Context: an optimization exercise on an open-source flow, tuned for small area, a short achievable clock period and few clock cycles per item. The choices shown serve that exercise and are no tape-out recipe. Where RTL was checked, it was by simulation tests only, not by an equivalence proof against the original. The RTL of run 1 was laid out without a check of its function. Power and IR drop assume default switching activity.

## flow/flow/run.sh

```bash
#!/bin/bash
set -euo pipefail
bash standard.sh SETUP_SLACK_MARGIN=7 TNS_END_PERCENT=10 MATCH_CELL_FOOTPRINT=0 finish > standard_flow.log 2>&1
```

## flow/standard.sh

```bash
#!/bin/bash
# synth_recipe.tcl (not shown) runs the flow's synth.tcl, then flattens the netlist and writes it again
# the make line also repeats each setting of config.mk as NAME=value (left out here)
make -C /OpenROAD-flow-scripts/flow DESIGN_CONFIG=/design/flow/config.mk WORK_HOME=/design/flow/orfs CLKGATE_MAP_FILE= SYNTH_SCRIPT=/design/flow/synth_recipe.tcl "${@:-finish}"
```

## flow/config.mk

```make
export PLATFORM = sky130hd
export DESIGN_NAME = snn_layer
export DESIGN_NICKNAME = snn_layer
export VERILOG_FILES = /design/flow/design.v
export SDC_FILE = /design/flow/constraint.sdc
export NUM_CORES = 4
export LEC_CHECK = 0
export CAP_MARGIN = 20
export CORE_MARGIN = 2
export CORE_UTILIZATION = 50
export CTS_BUF_LIST = sky130_fd_sc_hd__clkbuf_8
export PLACE_DENSITY = 0.65
export SLEW_MARGIN = 20
```

## flow/constraint.sdc

```tcl
create_clock -name core_clock -period 10.0 [get_ports {clock}]
set_input_delay 2.0000 -clock core_clock [delete_from_list [all_inputs] [get_ports {clock}]]
set_output_delay 2.0000 -clock core_clock [all_outputs]
set_load 0.01 [all_outputs]
```

## flow/design.v

```verilog
package snn_pkg;
  localparam int SNN_N_NEURONS  = 16;
  localparam int SNN_N_INPUTS   = 16;
  localparam int SNN_W_WIDTH    = 8;
  localparam int SNN_POT_WIDTH  = 16;
  localparam int SNN_LEAK_SHIFT = 3;
endpackage
module snn_weight_ram #(
  parameter int N_ROWS = 16,
  parameter int N_COLS = 16,
  parameter int ADDR_W = 8,
  parameter int DATA_W = 8
) (
  input  logic                         clock,
  input  logic                         wr_en,
  input  logic [ADDR_W-1:0]            wr_addr,
  input  logic [DATA_W-1:0]            wr_data,
  input  logic [N_ROWS-1:0]            rd_sel,
  output logic [N_COLS*DATA_W-1:0]     rd_row,
  output logic [$clog2(N_ROWS)-1:0]    base,
  output logic                         wr_pend,
  output logic                         wr_pend_next
);
  localparam int RW = $clog2(N_ROWS);
  localparam int CW = $clog2(N_COLS);
  localparam int RB = N_COLS * DATA_W;
  logic [RW-1:0]     base_q;
  logic              wb_v_q;
  logic [ADDR_W-1:0] wb_a_q;
  logic [DATA_W-1:0] wb_d_q;
  logic [RB-1:0]     pos_q [N_ROWS];
  logic              land_s;
  logic [RB-1:0]     wrap_s;
  assign land_s = wb_v_q && (wb_a_q[ADDR_W-1 -: RW] == base_q);
  always_comb begin
    wrap_s = pos_q[0];
    for (int c = 0; c < N_COLS; c++) begin
      if (land_s && (wb_a_q[CW-1:0] == CW'(c))) begin
        wrap_s[c*DATA_W +: DATA_W] = wb_d_q;
      end
    end
  end
  always_ff @(posedge clock) begin
    base_q <= base_q + RW'(1);
    wb_v_q <= wr_en || (wb_v_q && !land_s);
    if (wr_en) begin
      wb_a_q <= wr_addr;
      wb_d_q <= wr_data;
    end
    for (int p = 0; p < N_ROWS - 1; p++) begin
      pos_q[p] <= pos_q[p+1];
    end
    pos_q[N_ROWS-1] <= wrap_s;
  end
  always_comb begin
    rd_row = '0;
    for (int p = 0; p < N_ROWS; p++) begin
      rd_row = rd_row | ({RB{rd_sel[p]}} & pos_q[p]);
    end
  end
  assign base         = base_q;
  assign wr_pend      = wb_v_q;
  assign wr_pend_next = wr_en || (wb_v_q && !land_s);
endmodule
module snn_layer #(
  parameter int N_NEURONS  = snn_pkg::SNN_N_NEURONS,
  parameter int N_INPUTS   = snn_pkg::SNN_N_INPUTS,
  parameter int W_WIDTH    = snn_pkg::SNN_W_WIDTH,
  parameter int POT_WIDTH  = snn_pkg::SNN_POT_WIDTH,
  parameter int LEAK_SHIFT = snn_pkg::SNN_LEAK_SHIFT
) (
  input  logic                                   clock,
  input  logic                                   reset_n,
  input  logic                                   in_valid,
  output logic                                   in_ready,
  input  logic [$clog2(N_INPUTS)-1:0]            in_addr,
  input  logic                                   wr_en,
  input  logic [$clog2(N_INPUTS*N_NEURONS)-1:0]  wr_addr,
  input  logic [W_WIDTH-1:0]                     wr_data,
  input  logic [POT_WIDTH-1:0]                   threshold,
  input  logic                                   leak_tick,
  output logic                                   out_valid,
  input  logic                                   out_ready,
  output logic [$clog2(N_NEURONS)-1:0]           out_addr,
  output logic                                   busy
);
  localparam int AW_N  = $clog2(N_NEURONS);
  localparam int AW_IN = $clog2(N_INPUTS);
  localparam int AW_WR = $clog2(N_INPUTS*N_NEURONS);
  localparam int P     = POT_WIDTH;
  localparam int W     = W_WIDTH;
  localparam int S     = LEAK_SHIFT;
  localparam int QD    = 6;                   
  localparam int CW    = $clog2(QD + 4);      
  localparam logic [P-1:0] SAT_MIN = {1'b1, {(P-1){1'b0}}};
  function automatic logic [AW_N-1:0] lowest_set(input logic [N_NEURONS-1:0] v);
    lowest_set = '0;
    for (int i = N_NEURONS - 1; i >= 0; i--) begin
      if (v[i]) begin
        lowest_set = AW_N'(i);
      end
    end
  endfunction
  logic                   in_ready_q, out_valid_q, busy_q;
  logic [AW_N-1:0]        out_addr_q;
  logic [N_INPUTS-1:0]    s0_pos_q;             
  logic [N_INPUTS-1:0]    s0_sel_q;             
  logic                   s0_v_q, s0_lk_q;
  logic [P-1:0]           thr_q;                  
  logic [P-1:0]           thr2_q;                 
  logic [N_NEURONS*W-1:0] r_w_q;
  logic                   r_v_q, r_lk_q;
  logic [N_NEURONS-1:0]   lp_q;                 
  logic [P-1:0]           pr_q [N_NEURONS];       
  logic [N_NEURONS-1:0]   fm_q;                   
  logic [N_NEURONS-1:0]   zl_q;                   
  logic                   fm_v_q;
  logic [N_NEURONS-1:0]   q_q [QD];
  logic [QD-1:0]          wp_q, rp_q;           
  logic [CW-1:0]          qn_q;                 
  logic [N_NEURONS-1:0]   rest_q;               
  logic                   acc_s, hold_s, lk_in_s;
  logic [AW_IN-1:0]       base_s;
  logic                   wr_pend_s, wr_pend_d;
  logic [N_INPUTS-1:0]    sel_in_s;
  logic [N_INPUTS-1:0]    s0_pos_d, s0_sel_d;
  logic                   s0_v_d, s0_lk_d;
  assign lk_in_s = leak_tick;
  assign acc_s  = in_valid && in_ready_q;
  assign hold_s = s0_v_q && wr_pend_s;
  always_comb begin
    for (int p = 0; p < N_INPUTS; p++) begin
      sel_in_s[p] = acc_s && (in_addr == AW_IN'(base_s + AW_IN'(p + 1)));
    end
  end
  assign s0_pos_d = hold_s ? {s0_pos_q[0], s0_pos_q[N_INPUTS-1:1]} : sel_in_s;
  assign s0_sel_d = s0_pos_d & {N_INPUTS{!wr_pend_d}};
  assign s0_v_d   = hold_s ? 1'b1     : acc_s;
  assign s0_lk_d  = hold_s ? s0_lk_q  : lk_in_s;
  logic [N_INPUTS-1:0]    rd_sel_s;
  logic [N_NEURONS*W-1:0] row_s;
  logic                   r_v_d, r_lk_d;
  assign rd_sel_s = s0_sel_q;
  assign r_v_d    = s0_v_q && !wr_pend_s;
  assign r_lk_d   = s0_lk_q && !hold_s;
  snn_weight_ram #(
    .N_ROWS (N_INPUTS),
    .N_COLS (N_NEURONS),
    .ADDR_W (AW_WR),
    .DATA_W (W)
  ) u_ram (
    .clock        (clock),
    .wr_en        (wr_en),
    .wr_addr      (wr_addr),
    .wr_data      (wr_data),
    .rd_sel       (rd_sel_s),
    .rd_row       (row_s),
    .base         (base_s),
    .wr_pend      (wr_pend_s),
    .wr_pend_next (wr_pend_d)
  );
  logic                   thr_min_s;
  logic [N_NEURONS-1:0]   fire_s;
  logic [P-1:0]           pr_d [N_NEURONS];
  logic [N_NEURONS-1:0]   zl_d;
  logic [N_NEURONS-1:0]   lp_d;
  assign thr_min_s = (thr_q == ~SAT_MIN);
  for (genvar k = 0; k < N_NEURONS; k++) begin : g_n
    logic [W-1:0] w_s;
    logic [P-1:0] thr_k;
    logic [P-1:0] pot_s;    
    logic [P+1:0] a_s;      
    logic [P+1:0] x_s;      
    logic [P+1:0] wx_s;     
    logic [P+1:0] t_s;      
    logic [P+1:0] s1_s, c1_s;
    logic [P:0]   u_s;      
    logic [P+1:0] d_s;      
    logic         ovn_s;
    assign w_s   = r_w_q[k*W +: W];
    assign pot_s = {pr_q[k][P-1] && !fm_q[k], pr_q[k][P-2:0] & {(P-1){!zl_q[k]}}};
    assign a_s   = {{2{pot_s[P-1]}}, pot_s};
    assign x_s   = {(P+2){lp_q[k]}} & ~{{(S+2){pot_s[P-1]}}, pot_s[P-1:S]};
    assign wx_s  = {{(P+2-W){w_s[W-1]}}, w_s};
    assign thr_k = (k < N_NEURONS / 2) ? thr_q : thr2_q;
    assign t_s   = {{2{thr_k[P-1]}}, thr_k};
    assign s1_s  = a_s ^ x_s ^ wx_s;
    assign c1_s  = {((a_s & x_s) | (a_s & wx_s) | (x_s & wx_s)), lp_q[k]};
    assign u_s   = s1_s[P:0] + c1_s[P:0];
    assign ovn_s = !lp_q[k] && w_s[W-1] && (pot_s[P-1:W-1] == {1'b1, {(P-W){1'b0}}}) && u_s[W-1];
    assign d_s   = a_s + wx_s + t_s + (P+2)'(1) + x_s + (P+2)'(lp_q[k]);
    assign lp_d[k] = r_lk_q && !fire_s[k];
    assign fire_s[k] = r_v_q && (!d_s[P+1] || thr_min_s);
    assign pr_d[k]   = {u_s[P-1] || ovn_s, u_s[P-2:0]};
    assign zl_d[k]   = fire_s[k] || ovn_s;
  end
  logic                 q_ne_s, fm_ne_s, push_s, avail_s;
  logic [N_NEURONS-1:0] q_head_s, src_s, src_rest_s, rest_rest_s, rest_d;
  logic [AW_N-1:0]      src_idx_s, rest_idx_s, out_addr_d;
  logic                 out_valid_d, pop_s, fm_v_d;
  logic [QD-1:0]        wp_d, rp_d;
  logic [CW-1:0]        qn_d, m_s, k_s;
  logic                 busy_d, in_ready_d;
  logic                 free0_s, free1_s;
  logic [N_NEURONS-1:0] rest_c [2];
  logic [AW_N-1:0]      oa_c   [2];
  logic                 ov_c   [2];
  logic                 pop_c  [2];
  logic                 ir_c   [2][2];
  function automatic logic [N_NEURONS-1:0] clear_lowest(input logic [N_NEURONS-1:0] v);
    logic below;
    below = 1'b0;
    for (int i = 0; i < N_NEURONS; i++) begin
      clear_lowest[i] = v[i] && below;
      below = below || v[i];
    end
  endfunction
  assign q_ne_s  = (qn_q != '0);
  assign fm_ne_s = fm_v_q && (fm_q != '0);
  assign avail_s = q_ne_s || fm_ne_s;
  always_comb begin
    q_head_s = '0;
    for (int i = 0; i < QD; i++) begin
      q_head_s = q_head_s | (q_q[i] & {N_NEURONS{rp_q[i]}});
    end
  end
  assign src_s       = q_ne_s ? q_head_s : fm_q;
  assign src_idx_s   = lowest_set(src_s);
  assign src_rest_s  = clear_lowest(src_s);
  assign rest_idx_s  = lowest_set(rest_q);
  assign rest_rest_s = clear_lowest(rest_q);
  assign free0_s = !out_valid_q;
  assign free1_s = !out_valid_q || (rest_q == '0);
  always_comb begin
    rest_c[0] = free0_s ? src_rest_s : rest_q;
    oa_c[0]   = free0_s ? src_idx_s  : out_addr_q;
    ov_c[0]   = free0_s ? avail_s    : 1'b1;
    pop_c[0]  = free0_s && avail_s;
    rest_c[1] = free1_s ? src_rest_s : rest_rest_s;
    oa_c[1]   = free1_s ? src_idx_s  : rest_idx_s;
    ov_c[1]   = free1_s ? avail_s    : 1'b1;
    pop_c[1]  = free1_s && avail_s;
  end
  assign rest_d      = out_ready ? rest_c[1] : rest_c[0];
  assign out_addr_d  = out_ready ? oa_c[1]   : oa_c[0];
  assign out_valid_d = out_ready ? ov_c[1]   : ov_c[0];
  assign pop_s       = out_ready ? pop_c[1]  : pop_c[0];
  assign push_s = fm_ne_s;
  assign wp_d   = push_s ? {wp_q[QD-2:0], wp_q[QD-1]} : wp_q;
  assign rp_d   = pop_s  ? {rp_q[QD-2:0], rp_q[QD-1]} : rp_q;
  assign m_s    = qn_q + CW'(push_s);
  assign qn_d   = m_s - CW'(pop_s);
  assign fm_v_d = r_v_q;
  assign k_s = m_s + CW'(r_v_d) + CW'(r_v_q);
  assign ir_c[0][0] = (k_s < CW'(QD));
  assign ir_c[0][1] = (k_s < CW'(QD + 1));
  assign ir_c[1][0] = (k_s < CW'(QD - 1));
  assign ir_c[1][1] = (k_s < CW'(QD));
  logic bq_c [2];
  logic ir_o [2];
  assign bq_c[0] = ov_c[0] || (pop_c[0] ? (m_s > CW'(1)) : (m_s != '0));
  assign bq_c[1] = ov_c[1] || (pop_c[1] ? (m_s > CW'(1)) : (m_s != '0));
  assign ir_o[0] = s0_v_d ? ir_c[1][pop_c[0]] : ir_c[0][pop_c[0]];
  assign ir_o[1] = s0_v_d ? ir_c[1][pop_c[1]] : ir_c[0][pop_c[1]];
  assign in_ready_d = (out_ready ? ir_o[1] : ir_o[0]) && !wr_pend_d;
  assign busy_d     = wr_pend_d || s0_v_d || r_v_d || fm_v_d || (out_ready ? bq_c[1] : bq_c[0]);
  always_ff @(posedge clock or negedge reset_n) begin
    if (!reset_n) begin
      in_ready_q  <= 1'b1;
      out_valid_q <= 1'b0;
      out_addr_q  <= '0;
      s0_pos_q    <= '0;
      s0_sel_q    <= '0;
      s0_v_q      <= 1'b0;
      s0_lk_q     <= 1'b0;
      r_w_q       <= '0;
      r_v_q       <= 1'b0;
      r_lk_q      <= 1'b0;
      lp_q        <= '0;
      fm_v_q      <= 1'b0;
      fm_q        <= '1;
      zl_q        <= '1;
      wp_q        <= QD'(1);
      rp_q        <= QD'(1);
      qn_q        <= '0;
      rest_q      <= '0;
    end else begin
      in_ready_q  <= in_ready_d;
      out_valid_q <= out_valid_d;
      out_addr_q  <= out_addr_d;
      s0_pos_q    <= s0_pos_d;
      s0_sel_q    <= s0_sel_d;
      s0_v_q      <= s0_v_d;
      s0_lk_q     <= s0_lk_d;
      r_w_q       <= row_s;
      r_v_q       <= r_v_d;
      r_lk_q      <= r_lk_d;
      lp_q        <= lp_d;
      fm_v_q      <= fm_v_d;
      fm_q        <= fire_s;
      zl_q        <= zl_d;
      wp_q        <= wp_d;
      rp_q        <= rp_d;
      qn_q        <= qn_d;
      rest_q      <= rest_d;
    end
  end
  always_ff @(posedge clock) begin
    busy_q <= busy_d;
    for (int i = 0; i < N_NEURONS; i++) begin
      pr_q[i] <= pr_d[i];
    end
    thr_q  <= ~threshold;
    thr2_q <= thr_q;
    for (int i = 0; i < QD; i++) begin
      if (push_s && wp_q[i]) begin
        q_q[i] <= fm_q;
      end
    end
  end
  assign in_ready  = in_ready_q;
  assign out_valid = out_valid_q;
  assign out_addr  = out_addr_q;
  assign busy      = busy_q;
endmodule
```

==> flow_metrics.tcl, run 1 <==
set metrics [dict create \
    fmax_ghz 0.269 \
    finalNonFillerCells 12154 \
    dr.first_iter.drc_count 5178 \
    path_max_fanout 6 \
    grt.total_usage_pct 26.3 \
    syn2layout_area_growth_pct 16.6 \
    r2r_slack_ns 6.28 \
    die_height_um 468 \
    tns_ns 0 \
    cts_tree "built" \
    synth_adder_area_share_pct 20.4 \
    cts.sinks 2704 \
    drc_errors 0 \
    cts_made_buffers 426 \
    port-buffer-count 48 \
    rsz0062_at_grt "yes" \
    dp.cells 11156 \
    synth_most_common_cell "dfxtp_1" \
    critical_path_arrival_ns 4.71 \
    ys_warn_count 13 \
    synth_area_sq_mm 0.108 \
    wire_per_inst_um 24.1 \
    rows 170 \
    vias 70494 \
    fin_hold_ws_ns 0.282 \
    io_pins 49 \
    maxCapViolations 0 \
    crit_path_end "lp_q[5]$_DFF_PN0_" \
    die_w_um 468 \
    drv_slew 0 \
    dr.pass1.iters 8 \
    synth-compound-area-share_pct 13.4 \
    clkLatencyLatePin_ns 1.12 \
    start_util_pct 50.2 \
    cts_root_buf "clkbuf_8" \
    fin_nets 10323 \
    min_path_type "reg2reg" \
    synthArstFlopShare_pct 9.25 \
    setup_viol 0 \
    finalCriticalPeriod_ns 3.72 \
    grt_pass1_vias 73512 \
    reg2regPathDepth 13 \
    clock_skew_ns 0.110 \
    seq_area_frac_synth_pct 52.6 \
    synth-seq-cells 2704 \
    synth_cells 8495 \
    drive_above_1_share_pct 19.9 \
    synth_top_area_share_pct 43.6 \
    power.density_mw_per_mm2 337 \
    clk_path_buf_depth 4 \
    tightest_slew_ns 1.12 \
    synth_top_flop_cell "dfxtp_1" \
    period_share_pct 37.2 \
    p_leak_nw 52.5 \
    antenna_found_initial 14 \
    place.gp.congestion 0.862 \
    fin_util_pct 58.5 \
    synth_top_family_by_area "adder cells" \
    synth_nets 9830 \
    yosys.area.top_type "dfxtp_1" \
    worstPathRequired_ns 10.99 \
    synth_edf_count 112 \
    wl_mm 293 \
    netlist_top_cells_count "dfxtp_1, fa_1, a22o_1" \
    synth-xor-area-share_pct 2.26 \
    cp-end-kind "register" \
    startpoint "zl_q[5]$_DFF_PN1_" \
    grt_overflow 0 \
    r2r-end "lp_q[5]$_DFF_PN0_" \
    dp_hpwl_mm 181 \
    h-tree-depth 5 \
    synth.area.mux_share_pct 1.67 \
    coreArea_sq_mm 0.214 \
    die_area_sq_mm 0.219 \
    hold_viol 0 \
    vdd_drop_max_mv 0.148 \
    yosys.area_share.simple_pct 7.40 \
    status "timing/DRC/antenna clean" \
    via_per_inst 5.80 \
    clk_pin_slew_ns 0.06 \
    r2r-start "zl_q[5]$_DFF_PN1_" \
    ant_nets 0 \
    start_kind "register" \
    grt_max_degree 104 \
    max_slew_margin_pct 24.8 \
    yosys.cell_types.count 75 \
    crit_type "reg2reg" \
    p_total_mw 42.3 \
    syn_avg_cell_area_sq_um 12.7 \
    synth_area_leaders "dfxtp_1, fa_1, ha_1" \
    grt_first_pass_wirelength_mm 442 \
]
==> per-layer routing <==
layer	routed length, um	vias up	global-route usage [%]
met4	8560	4	8.66
met1	129000	35934	36.5
li1	-	31750	-
met2	135000	2286	41.6
met5	223	-	0
met3	20400	520	5.13
==> through the flow <==
step           cell area [sq um]  setup slack (ns)
2_1_floorplan             108000              6.57
6_report                  125000              6.28
3_5_place_dp              112000              5.55
4_1_cts                   122000              6.17
5_1_grt                   125000              6.16
3_3_place_gp              112000              5.56
==> flip-flops by register name, indices dropped and copies added (netlist names), 4 cells and up <==
name	count
lp_q	16
fm_q	16
rp_q	6
thr2_q	16
out_addr_q	4
q_q	96
wp_q	6
rest_q	15
u_ram.pos_q	2048
u_ram.base_q	4
zl_q	16
s0_sel_q	16
u_ram.wb_d_q	8
r_w_q	128
u_ram.wb_a_q	8
s0_pos_q	16
thr_q	16
pr_q	256
qn_q	4
==> cell usage in the layout, fill, tap and decap left out, types with 32 or more instances in the layout <==
cell type and n:
nor2b_4 57, a22oi_1 37, o21ai_1 39, nand4_1 172
a21oi_2 32, ha_1 452, a22o_1 528, ha_4 55
xnor2_1 243, inv_1 421, dfrtp_1 167, nor2_2 70
o21ai_2 40, nor3_1 97, dfxtp_1 2327, o21ai_0 84
a221oi_1 520, mux2_2 141, nand3_1 72, clkinv_2 43
nor4_1 40, nor2b_1 108, edfxtp_1 112, buf_4 271
nor2_1 382, fa_1 745, buf_6 35, clkbuf_8 524
o21a_1 71, nand2b_1 61, nor2_4 35, a21o_1 89
clkdlybuf4s50_1 39, a21oi_1 133, nand2_1 223, nor2b_2 108
o211ai_1 51, xor2_1 32
==> what timing repair did <==
| action | CTS | global route |
|---|---|---|
| hold buffers | 0 | 0 |
| gates resized for setup | 301 | 595 |
| pin swaps | 91 | 194 |
| setup endpoints to repair | 323 | 455 |
| setup buffers | 91 | 151 |
| endpoints found under the hold margin | 0 | 0 |
| gates cloned | 0 | 0 |
==> where the power goes <==
part / switching, mW / total [mW] / leakage, nW / internal, mW
logic: 11.0 / 20.7 / 24.3 / 9.70
clock network: 4.26 / 9.48 / 5.05 / 5.22
registers: 0.362 / 12.1 / 23.1 / 11.8
==> cell families after synthesis <==
logic type,Yosys count
adders and majority gates,1293
and+or+nand+nor,1581
AOI/OAI and AO/OA,1848
xor gates and xnor gates,277
buffers and inverters,631
muxes,161
DFF,2704
==> worst min path at each step <==
stage	cells after the start	slack, ns	endpoint	start
after floorplan	0	0.33	u_ram.pos_q[2][126]$_DFF_P_	u_ram.pos_q[3][126]$_DFF_P_
after global placement	0	0.33	u_ram.pos_q[2][62]$_DFF_P_	u_ram.pos_q[3][62]$_DFF_P_
after detailed placement	0	0.34	u_ram.pos_q[4][64]$_DFF_P_	u_ram.pos_q[5][64]$_DFF_P_
after CTS	0	0.27	u_ram.pos_q[6][90]$_DFF_P_	u_ram.pos_q[7][90]$_DFF_P_
after global routing	0	0.29	u_ram.pos_q[6][90]$_DFF_P_	u_ram.pos_q[7][90]$_DFF_P_
final	0	0.28	u_ram.pos_q[6][90]$_DFF_P_	u_ram.pos_q[7][90]$_DFF_P_
==> layout make-up <==
| class | instances | area (sq um) |
|---|---|---|
| Sequential cell | 2704 | 56800 |
| Fill cell | 17018 | 88800 |
| Clock inverter | 227 | 1480 |
| Timing Repair Buffer | 369 | 3200 |
| Tap cell | 2838 | 3550 |
| Antenna cell | 5 | 12.5 |
| Clock buffer | 524 | 7210 |
| Multi-Input combinational cell | 5160 | 51800 |
| Inverter | 327 | 1330 |
==> worst max-delay path, stage by stage (launching register included) <==
cell	delay (ns)
dfstp_4	0.69
nor2b_4	0.06
fa_1	0.50
fa_1	0.43
ha_1	0.28
and3b_1	0.16
o21a_1	0.17
o21a_1	0.17
o211ai_1	0.18
a21oi_2	0.12
a221oi_2	0.30
buf_4	0.16
mux2_4	0.29
o211ai_1	0.10
==> run 2: changes to the inputs <==
--- a/flow/design.v
+++ b/flow/design.v
@@ -115,3 +115,3 @@
   logic [N_NEURONS-1:0]   fm_q;                   
-  logic [N_NEURONS-1:0]   zl_q;                   
+  logic [N_NEURONS-1:0]   lv_q;                   
   logic                   fm_v_q;
@@ -164,3 +164,3 @@
   logic [P-1:0]           pr_d [N_NEURONS];
-  logic [N_NEURONS-1:0]   zl_d;
+  logic [N_NEURONS-1:0]   lv_d;
   logic [N_NEURONS-1:0]   lp_d;
@@ -180,3 +180,3 @@
     assign w_s   = r_w_q[k*W +: W];
-    assign pot_s = {pr_q[k][P-1] && !fm_q[k], pr_q[k][P-2:0] & {(P-1){!zl_q[k]}}};
+    assign pot_s = {pr_q[k][P-1] && !fm_q[k], pr_q[k][P-2:0] & {(P-1){lv_q[k]}}};
     assign a_s   = {{2{pot_s[P-1]}}, pot_s};
@@ -194,3 +194,3 @@
     assign pr_d[k]   = {u_s[P-1] || ovn_s, u_s[P-2:0]};
-    assign zl_d[k]   = fire_s[k] || ovn_s;
+    assign lv_d[k]   = !(fire_s[k] || ovn_s);
   end
@@ -281,3 +281,3 @@
       fm_q        <= '1;
-      zl_q        <= '1;
+      lv_q        <= '0;
       wp_q        <= QD'(1);
@@ -300,3 +300,3 @@
       fm_q        <= fire_s;
-      zl_q        <= zl_d;
+      lv_q        <= lv_d;
       wp_q        <= wp_d;
==> flow/flow/run.sh (replaced) <==
#!/bin/bash
set -euo pipefail
bash standard.sh SETUP_SLACK_MARGIN=7 TNS_END_PERCENT=0 MATCH_CELL_FOOTPRINT=0 finish > standard_flow.log 2>&1
--- a/flow/config.mk
+++ b/flow/config.mk
@@ -9,5 +9,5 @@
 export CORE_MARGIN = 2
-export CORE_UTILIZATION = 50
+export CORE_UTILIZATION = 65
 export CTS_BUF_LIST = sky130_fd_sc_hd__clkbuf_8
-export PLACE_DENSITY = 0.65
+export PLACE_DENSITY = 0.75
 export SLEW_MARGIN = 20
==> run 2 against run 1 <==
Via count fell by 0.33%. Wire length is 6.4% lower. Die area is 23% lower. Synthesized area barely moved. Setup slack got worse by 0.067 ns. Global-route usage is 6.1 points higher. Critical path depth decreased by 1. Clock-buffer cell count decreased by 25. Still clean on timing, DRC and antenna. Core utilization rose by 14 points. Cell area down 4.9%.
==> flow_metrics.tcl, run 2 <==
set metrics [dict create \
    worstPathRequired_ns 10.92 \
    grt_overflow 0 \
    synth-compound-area-share_pct 13.5 \
    maxCapViolations 0 \
    fin_hold_ws_ns 0.311 \
    vias 70261 \
    design_area_sq_mm 0.119 \
    dp.cells 10469 \
    drive_above_1_share_pct 11.8 \
    synth-seq-cells 2704 \
    synth_area_leaders "dfxtp_1, fa_1, ha_1" \
    cts_tree "built" \
    yosys.area_share.simple_pct 7.54 \
    die_height_um 411 \
    fin_util_pct 72.5 \
    p_sw_share_pct 36.9 \
    grt_first_pass_wirelength_mm 422 \
    synth_edf_count 112 \
    gr-usage-met2_pct 50.1 \
    critPathSlowestCell "dfrtp_2" \
    regMostFlops "u_ram.pos_q" \
    p_total_mw 38.9 \
    whs_endpoint "u_ram.pos_q[13][127]$_DFF_P_" \
    yosys.cell_types.count 80 \
    cts_made_buffers 408 \
    synth_top_flop_cell "dfxtp_1" \
    die_area_sq_mm 0.169 \
    synth.area.mux_share_pct 1.62 \
    hold_viol 0 \
    via_per_inst 6.25 \
    dpl-instance-area_sq_mm 0.110 \
    synth-xor-area-share_pct 2.25 \
    cts.sinks 2704 \
    intPower_mw 24.6 \
    drc_errors 0 \
    dr.pass1.iters 5 \
    r2r-start "lv_q[3]$_DFF_PN0_" \
    synthArstFlopShare_pct 9.25 \
    critical_path_arrival_ns 4.70 \
    grt_pass1_vias 72678 \
    yosys.area.top_type "dfxtp_1" \
    r2r-end "lp_q[3]$_DFF_PN0_" \
    p_comb_share_pct 45.7 \
    start_kind "register" \
    path_max_fanout 9 \
    coreArea_sq_mm 0.165 \
    die_w_um 411 \
    wire_per_inst_um 24.4 \
    port-buffer-count 48 \
    grtUsageMet1_pct 46.3 \
    timing.final.ws_setup_ns 6.21 \
    grt.total_usage_pct 32.5 \
    vdd_drop_max_mv 0.223 \
    post-place-ws_ns 5.63 \
    synth_adder_area_share_pct 20.4 \
    crit_path_max_incr_delay_ns 0.49 \
    finalNonFillerCells 11240 \
    final_cell_mix "dfxtp_1, fa_1, a22o_1" \
    dp_hpwl_mm 174 \
    largest_reg_flops 2048 \
    wl_mm 274 \
    layout_commonest_cell "dfxtp_1" \
    ant_nets 0 \
    r2r_slack_ns 6.21 \
    synth_cells 8475 \
    largestRegisters "u_ram.pos_q (2048), pr_q (256), r_w_q (128)" \
    cp-end-kind "register" \
    seq_area_frac_synth_pct 52.5 \
    grt_max_degree 111 \
    synth_area_sq_mm 0.108 \
    setup_viol 0 \
    grt_busiest_layer "met2" \
    antenna_found_initial 28 \
    synth_top_family_by_area "adder cells" \
    tightest_slew_ns 1.04 \
    clock_skew_ns 0.0796 \
    io_pins 49 \
    switchingPower_mw 14.3 \
    synth_top_area_share_pct 43.6 \
    pwr-share-seq_pct 31.1 \
    rsz0062_at_grt "yes" \
    place.gp.congestion 0.905 \
    min_path_type "reg2reg" \
    finalCriticalPeriod_ns 3.79 \
    syn2layout_area_growth_pct 10.9 \
    grtUsageMet3_pct 6.75 \
    cp_cell_sequence "clkbuf_4 > and2_1 > fa_1 > fa_1 > ha_1 > o21a_1 > o21a_1 > o211ai_1 > a21oi_1 > a221oi_2 > mux2_2 > o211ai_1" \
    reg2regPathDepth 12 \
    p_leak_nw 50.7 \
    max_slew_margin_pct 30.3 \
    ys_warn_count 13 \
    tns_ns 0 \
    fmax_ghz 0.264 \
    h-tree-depth 5 \
    status "timing/DRC/antenna clean" \
    start_util_pct 65.4 \
    syn_avg_cell_area_sq_um 12.7 \
    pwr-share-clk_pct 23.2 \
    power.density_mw_per_mm2 326 \
    crit_type "reg2reg" \
    drv_slew 0 \
    clk_pin_slew_ns 0.07 \
    dr.first_iter.drc_count 6578 \
    whs_path_depth 0 \
    cts_root_buf "clkbuf_8" \
    netlist_top_cells_count "dfxtp_1, fa_1, a221oi_1, a22o_1, ha_1" \
    synth_nets 9810 \
    fin_nets 10080 \
    rows 149 \
    period_share_pct 37.9 \
    synth_most_common_cell "dfxtp_1" \
    clk_path_buf_depth 4 \
    hp-start "u_ram.pos_q[14][127]$_DFF_P_" \
    clkLatencyLatePin_ns 1.10 \
]
[run 2: changes by cell type after synthesis, sizes merged, moves of 7 or more]
cell and change:
and2 +205, nor2b -197, inv -27, o21ai -20, dfrtp +16, dfstp -16
nand2b -11, nor4 -11, clkbuf +9, nor3 +9, nand2 +7, or3 +7
xor2 -7
[run 2: cell type report]
cell class / count / area, sq um
clock buffer: 499 / 6870
multi-input combinational: 5164 / 49100
inverter: 300 / 1150
clock inverter: 211 / 1290
fill: 10931 / 45300
antenna: 6 / 15.0
timing repair buffer: 167 / 1470
tap: 2189 / 2740
sequential: 2704 / 56700
[run 2: how the worst max path moves through the flow]
stage	cells past startpoint	start	slack [ns]	endpoint
after floorplan	13	lv_q[7]$_DFF_PN0_	6.61	lp_q[7]$_DFF_PN0_
after global placement	8	out_ready	5.68	qn_q[1]$_DFF_PN0_
after detailed placement	8	out_ready	5.63	qn_q[2]$_DFF_PN0_
after CTS	1	in_ready_q$_DFF_PN1_	6.20	in_ready
after global routing	12	lp_q[11]$_DFF_PN0_	5.99	pr_q[11][15]$_DFF_P_
final	12	lv_q[3]$_DFF_PN0_	6.21	lp_q[3]$_DFF_PN0_
[run 2: critical path: cells and delay by family, from the launching register on]
kind,cells,cell delay (ns)
flops,1,0.49
simple gates,1,0.21
buf+inv,1,0.24
compound gates,6,1.10
mux,1,0.39
fa+ha+maj,3,1.23
[run 2: power by group through the flow]
stage,clock [mW],sequential (mW),combinational (mW)
after CTS,9.12,12.1,17.5
final,9.03,12.1,17.8
after global routing,9.60,12.1,20.3
after global placement,0,12.3,16.6
after floorplan,0,12.2,13.6
after detailed placement,0,12.3,17.2
[run 2: what timing repair did]
| item | 4_1_cts | 5_1_grt |
|---|---|---|
| cloned | 0 | 0 |
| setup endpoints to repair | 440 | 480 |
| pin swaps | 4 | 8 |
| hold buffers | 0 | 0 |
| resized for setup | 44 | 63 |
| buffers inserted | 13 | 42 |
[run 2: layer usage]
layer | vias to the layer above | wire, um
met5 | - | 54
met4 | 8 | 6950
met3 | 512 | 23900
met2 | 2879 | 125000
met1 | 35636 | 119000
li1 | 31226 | -
[run 2: logic make-up after synthesis]
family,Yosys count
fa+ha+maj,1293
compound gates,1844
mux,156
xor+xnor,276
simple gates,1595
buf+inv,607
flops,2704
Testbench counts of run 2, summed over its fixed seeds: cycles 2,116, events 1,920.
==> run 3: changes to the inputs <==
--- a/flow/config.mk
+++ b/flow/config.mk
@@ -9,5 +9,5 @@
 export CORE_MARGIN = 2
-export CORE_UTILIZATION = 65
+export CORE_UTILIZATION = 50
 export CTS_BUF_LIST = sky130_fd_sc_hd__clkbuf_8
-export PLACE_DENSITY = 0.75
+export PLACE_DENSITY = 0.65
 export SLEW_MARGIN = 20
==> run 3 against run 2 <==
Still clean on timing, DRC and antenna. Setup slack improved by 0.051 ns. Sequential power is essentially flat. Worst hold slack about the same.
==> flow_metrics.tcl, run 3 <==
set metrics [dict create \
    pwr-share-clk_pct 24.1 \
    setup_viol 0 \
    power.density_mw_per_mm2 326 \
    p_comb_share_pct 45.2 \
    holdBufCountCts 0 \
    crit_type "reg2reg" \
    die_height_um 468 \
    pwr-share-seq_pct 30.7 \
    vdd_drop_max_mv 0.147 \
    cts.sinks 2704 \
    coreArea_sq_mm 0.214 \
    synth-compound-area-share_pct 13.5 \
    h-tree-depth 5 \
    regMostFlops "u_ram.pos_q" \
    dpl-instance-area_sq_mm 0.111 \
    crit_path_max_incr_delay_ns 0.52 \
    rows 170 \
    grt_max_degree 134 \
    synth_adder_area_share_pct 20.4 \
    intPower_mw 25.0 \
    grt_first_pass_wirelength_mm 433 \
    fmax_ghz 0.268 \
    cts_tree "built" \
    start_kind "register" \
    dr.first_iter.drc_count 5289 \
    antenna_found_initial 22 \
    synth.area.mux_share_pct 1.62 \
    clk_pin_slew_ns 0.07 \
    synth_edf_count 112 \
    rsz0062_at_grt "yes" \
    critical_path_arrival_ns 4.68 \
    maxCapViolations 0 \
    dr.pass1.iters 5 \
    synthArstFlopShare_pct 9.25 \
    wl_mm 284 \
    grt_overflow 0 \
    largestRegisters "u_ram.pos_q (2048), pr_q (256), r_w_q (128)" \
    synth_top_area_share_pct 43.6 \
    wire_per_inst_um 23.7 \
    period_share_pct 37.4 \
    finalCriticalPeriod_ns 3.74 \
    synth_area_leaders "dfxtp_1, fa_1, ha_1" \
    drv_slew 0 \
    p_sw_share_pct 36.6 \
    status "timing/DRC/antenna clean" \
    cp_cell_sequence "buf_4 > and2_1 > fa_1 > fa_1 > ha_1 > and3b_1 > o21a_1 > o21a_1 > o211ai_1 > a21oi_1 > a221oi_2 > mux2_2 > o211ai_1" \
    max_slew_margin_pct 27.1 \
    p_leak_nw 51.1 \
    vias 69167 \
    timing.final.ws_setup_ns 6.26 \
    synth-seq-cells 2704 \
    ant_nets 0 \
    critPathSlowestCell "fa_1" \
    final_cell_mix "dfxtp_1, fa_1, clkbuf_8" \
    synth-xor-area-share_pct 2.25 \
    clkLatencyLatePin_ns 1.09 \
    seq_area_frac_synth_pct 52.5 \
    path_max_fanout 8 \
    layout_commonest_cell "dfxtp_1" \
    fin_util_pct 56.5 \
    syn2layout_area_growth_pct 12.5 \
    fin_nets 10118 \
    io_pins 49 \
    p_total_mw 39.5 \
    hold_viol 0 \
    wl_met2_mm 124 \
    synth_top_flop_cell "dfxtp_1" \
    drt-met1-wl_mm 128 \
    synth_nets 9810 \
    synth_area_sq_mm 0.108 \
    syn_avg_cell_area_sq_um 12.7 \
    cts_made_buffers 424 \
    netlist_top_cells_count "dfxtp_1, fa_1, a221oi_1, a22o_1, ha_1" \
    tightest_slew_ns 1.09 \
    die_area_sq_mm 0.219 \
    cts_root_buf "clkbuf_8" \
    place.gp.congestion 0.868 \
    switchingPower_mw 14.5 \
    post-place-ws_ns 5.69 \
    drive_above_1_share_pct 12.7 \
    yosys.area.top_type "dfxtp_1" \
    yosys.cell_types.count 80 \
    grt.total_usage_pct 25.8 \
    wl_met3_mm 23.1 \
    cp-end-kind "register" \
    synth_most_common_cell "dfxtp_1" \
    dp_hpwl_mm 178 \
    clock_skew_ns 0.0829 \
    yosys.area_share.simple_pct 7.54 \
    fill_cells 17450 \
    grt_pass1_vias 72224 \
    largest_reg_flops 2048 \
    die_w_um 468 \
    synth_cells 8475 \
    tns_ns 0 \
    top_layer "met5" \
    design_area_sq_mm 0.121 \
    port-buffer-count 48 \
    clk_path_buf_depth 4 \
    min_path_type "reg2reg" \
    via_per_inst 5.79 \
    worstPathRequired_ns 10.94 \
    start_util_pct 50.2 \
    ys_warn_count 13 \
    drc_errors 0 \
    synth_top_family_by_area "adder cells" \
]
-- run 3: cell counts after synthesis --
Identical to the previous run, type by type.
-- run 3: area by class of cell --
cell class,instances,area [sq um],share of cell area [%]
tap,2838,3550,2.93
antenna,7,17.5,0.0145
sequential,2704,56700,46.8
clock inverter,214,1330,1.10
multi-input combinational,5164,49200,40.7
inverter,300,1180,0.977
timing repair buffer,189,1620,1.34
clock buffer,540,7430,6.14
-- run 3: cell families (layout without fill, tap and decap cells) --
group,Yosys count,count (layout)
xor+xnor,276,276
compound gates,1844,1844
buf+inv,607,1243
fa+ha+maj,1293,1293
flops,2704,2704
mux,156,156
simple gates,1595,1595
other cells,0,7
-- run 3: path summary, 6_finish.rpt --
path	start	to	slack, ns	cells past startpoint
min in group asynchronous	reset_n	r_w_q[55]$_DFF_PN0_	0.95	1
worst min-delay path	u_ram.pos_q[6][8]$_DFF_P_	u_ram.pos_q[5][8]$_DFF_P_	0.31	0
worst max-delay path	lv_q[10]$_DFF_PN0_	lp_q[10]$_DFF_PN0_	6.26	13
worst min register to register	u_ram.pos_q[6][8]$_DFF_P_	u_ram.pos_q[5][8]$_DFF_P_	0.31	0
max in group asynchronous	reset_n	s0_sel_q[9]$_DFF_PN0_	7.54	2
worst max register to register	lv_q[10]$_DFF_PN0_	lp_q[10]$_DFF_PN0_	6.26	13
-- run 3: per-layer routing --
metal / GRT usage [%] / vias up
met3: 6.28 / 459
met1: 36.3 / 35049
met4: 8.92 / 2
met5: 0 / -
met2: 38.9 / 2315
li1: - / 31342
-- run 3: critical path: cells and delay by family (launching register included) --
kind,cells,cell delay (ns)
multiplexers,1,0.37
AO/OA/AOI/OAI,6,1.06
adder cells (fa/ha/maj),3,1.22
AND/OR/NAND/NOR,2,0.32
flip-flops,1,0.48
buffers and inverters,1,0.17
-- run 3: repair_timing --
item,CTS,global route
buffers inserted,3,64
gates resized for setup,45,116
setup endpoints to repair,369,427
pin swaps,0,14
-- run 3: per-stage QoR --
| stage | instances | hold WS (ns) |
|---|---|---|
| after floorplan | 8475 | 0.331 |
| after global placement | 11128 | 0.331 |
| after detailed placement | 11128 | 0.337 |
| after CTS | 11885 | 0.308 |
| after global routing | 11954 | 0.312 |
| final | 11956 | 0.311 |
-- run 3: power by group through the flow --
stage / Sequential, mW / Clock, mW / Combinational (mW)
2_1_floorplan: 12.2 / 0 / 13.6
3_3_place_gp: 12.3 / 0 / 16.8
3_5_place_dp: 12.3 / 0 / 17.3
4_1_cts: 12.1 / 9.66 / 17.5
5_1_grt: 12.2 / 10.1 / 20.5
6_report: 12.1 / 9.51 / 17.9

static timing again, ports no longer ideal:
The results above use ideal ports. As a check the final layouts listed here were re-extracted and re-timed, cells and wires unchanged. Step 1 (the two cells are an assumption about what drives the block):
set clk [get_ports {clock}]
set_driving_cell -lib_cell sky130_fd_sc_hd__clkbuf_16 $clk
set_driving_cell -lib_cell sky130_fd_sc_hd__buf_2 [delete_from_list [all_inputs] $clk]
Step 2 adds t to the input delays and takes it off the output delays; t is the mean of the earliest and latest rising clock arrival at the registers after step 1. Input paths then give back, and output paths get back, about the clock's delay inside the block. Slacks: ideal ports / drivers / drivers and shift; pairs: ideal ports / drivers.
| run | t, ns | setup slack, ns | worst slew at a driven data input, ns |
|---|---|---|---|
| run 1 | 1.159 | 6.279 / 6.188 / 5.525 | 0.06 |
| run 2 | 1.134 | 6.212 / 6.212 / 5.593 | 0.18 |
| run 3 | 1.143 | 6.263 / 6.220 / 5.662 | 0.25 |
After both steps every run listed still meets setup and hold. For run 1, which loses most, drivers alone change the setup slack by -0.091 ns; drivers and shift together by -0.754 ns.
